From an optimization exercise on the open Yosys and OpenROAD flow, aimed at small area, a short achievable clock period and few clock cycles per item; shortcuts taken in it are not production practice. Function was checked by simulation only, so behaviour that the tests miss may differ from the original. Power is estimated from default activity; no workload was simulated.

run A:
// double_to_integer_round_convert
module double_to_integer_round_convert (
    input  logic        aclk,
    input  logic        aresetn,
    input  logic        cfg_valid,
    output logic        cfg_ready,
    input  logic [2:0]  cfg_data,
    input  logic        s_valid,
    output logic        s_ready,
    input  logic [1:0]  s_req_type,
    input  logic [63:0] s_operand_bits,
    input  logic [2:0]  s_round_sel,
    output logic        m_valid,
    input  logic        m_ready,
    output logic [63:0] m_result_bits,
    output logic        m_inexact_flag,
    output logic        m_overflow_flag
);
==> flow/config.mk <==
export PLATFORM = sky130hd
export DESIGN_NAME = double_to_integer_round_convert
export DESIGN_NICKNAME = double_to_integer_round_convert
export VERILOG_FILES = /design/flow/design.v
export SDC_FILE = /design/flow/constraint.sdc
export NUM_CORES = 4
export LEC_CHECK = 0
export CAP_MARGIN = 20
export CORE_MARGIN = 2
export CORE_UTILIZATION = 65
export SLEW_MARGIN = 20
==> flow/constraint.sdc <==
create_clock -name core_clock -period 13.5 [get_ports {aclk}]
set_input_delay 2.7000 -clock core_clock [delete_from_list [all_inputs] [get_ports {aclk}]]
set_output_delay 2.7000 -clock core_clock [all_outputs]
set_load 0.01 [all_outputs]
standard.sh (not shown) runs the stock make flow with config.mk's settings and CLKGATE_MAP_FILE= SYNTH_SCRIPT=/design/flow/synth_recipe.tcl, a recipe that flattens the netlist after the stock synthesis.
==> flow/flow/run.sh <==
#!/bin/bash
# The standard layout (standard.sh: the standard synthesis, then ORFS to the
# final layout), with setup repair aimed at a 3.9 ns period instead of the
# 13.5 ns clock: SETUP_SLACK_MARGIN makes repair_timing keep going until each
# path has that much slack. The constraints themselves are unchanged.
# Every ORFS step writes its own log under orfs/logs/; make's output goes to
# flow_make.log in the work folder.
set -euo pipefail
bash standard.sh SETUP_SLACK_MARGIN=9.6 finish > flow_make.log 2>&1
Run A: PASS, flow complete, no timing, DRC or antenna violations
Testbench counts of run A, summed over its fixed seeds: cycles 24,024, items 24,000.
The inputs of run B differ from those of run A as listed below.
- CORE_UTILIZATION changed from 65 to 55
- ABC_AREA newly set to 1
Findings:
Combined flip-flop and latch cell area of run A is on par with run B.
In the tables for run A and run B, total inserted antenna cells reads higher with run A.
Largest incremental delay on the critical path: run B vs run A down 330 ps
Run B -> run A: CTS buffer count delta 0, exact match
For number of buffers on the longest clock path, run B and run A come out practically identical.
Run B vs run A, endpoint of the worst setup timing path: mid_a_reg[11]$_DFFE_PN_ vs mid_a_reg[40]$_DFFE_PN_
Measured against each other, run A and run B differ in routed length on met3, the lower figure coming from run B.
Run B against run A: total power after layout moved down, design area went up by about 0.8%, total of cells resized after clock tree synthesis up about 20%.
Relative to run A, switching power share of the total increased by 3.6 points in run B.
Changes in run C relative to run B:
- ABC_AREA: 1 -> unset
Results
Run C: done, clean on timing, DRC and antenna
| signed area change from the synthesized netlist to the final layout | run B vs run C | ≈ equal |
Comparing run C and run B, the lower reported combinational group power was measured on run C.
From run B to run C the numbers moved as follows: wire length of the first global-routing pass went down about 11%; fmax went up about 1.3%.


== the reference run ==
double_to_integer_round_convert, a different RTL version from the one above (not shown whole).
Size: about 280 flip-flops, roughly 150 I/O pins, roughly 0.021 mm² of cells after synthesis.
## double_to_integer_round_convert
module double_to_integer_round_convert (
    input  logic        aclk,
    input  logic        aresetn,
    input  logic        cfg_valid,
    output logic        cfg_ready,
    input  logic [2:0]  cfg_data,
    input  logic        s_valid,
    output logic        s_ready,
    input  logic [1:0]  s_req_type,
    input  logic [63:0] s_operand_bits,
    input  logic [2:0]  s_round_sel,
    output logic        m_valid,
    input  logic        m_ready,
    output logic [63:0] m_result_bits,
    output logic        m_inexact_flag,
    output logic        m_overflow_flag
);
Settings: LEC_CHECK=0, CAP_MARGIN=20, CORE_MARGIN=2, CORE_UTILIZATION=40, SLEW_MARGIN=20; clock period 13.5 ns.
Scripts as last shown in full above: flow/flow/run.sh
In summary, the reference run completed successfully, with a layout that passed the timing, design-rule and antenna checks.
Testbench counts of the reference run, summed over its fixed seeds: cycles 24,024, items 24,000.
Edits applied to the flow inputs when going from the reference run to the trial run:
Settings: SETUP_SLACK_MARGIN: unset -> 5.
==> flow/run.sh (new file) <==
#!/bin/bash
# synth_recipe.tcl (not shown) runs the flow's synth.tcl, then flattens the netlist and writes it again
# the make line also repeats each setting of config.mk as NAME=value (left out here)
make -C /OpenROAD-flow-scripts/flow DESIGN_CONFIG=/design/flow/config.mk WORK_HOME=/design/flow/orfs CLKGATE_MAP_FILE= SYNTH_SCRIPT=/design/flow/synth_recipe.tcl finish
removed: flow/flow/run.sh
removed: flow/standard.sh
Findings:
Total count of hold-check failures in the final report: the reference run vs the trial run identical. The final reports for the trial run and the reference run show part of the total power dissipated in combinational logic lower in the former. Delta (the trial run minus the reference run): clock distribution area overhead in the final layout essentially unchanged; global-route usage decreased 3.6 points. Summary of the trial run over the reference run: data arrival time of the critical path +1.07 ns; clock period minus final worst setup slack went up 1.12 ns.

-- re-timing with driven ports --
In the flow no input, the clock included, has a driving cell. The finished layouts below were timed again as built, in two steps.
Step 1 sets driving cells, clkbuf_16 on the clock port and buf_2 on the other inputs (assumed; they add their load-dependent delay and slew).
Step 2 also shifts input and output timing later by t, the mid clock arrival at the registers, as if the neighbouring blocks saw the same clock.
a / b / c = ideal / step 1 / step 2; a / b = the first two.
| run | t, ns | setup WS [ns] | pins driven straight from the clock port |
|---|---|---|---|
| run A | 0.651 | 9.370 / 9.370 / 9.051 | 1 |
| run B | 0.669 | 9.543 / 9.543 / 9.070 | 1 |
| run C | 0.625 | 9.592 / 9.553 / 9.156 | 1 |
| the reference run | 0.639 | 9.449 / 9.449 / 9.076 | 1 |
| the trial run | 0.612 | 8.330 / 8.330 / 8.330 | 1 |
After both steps setup and hold are still met in every run listed. The setup slack of run B, which loses most, moves by 0.000 ns with the drivers and by -0.473 ns with both steps.
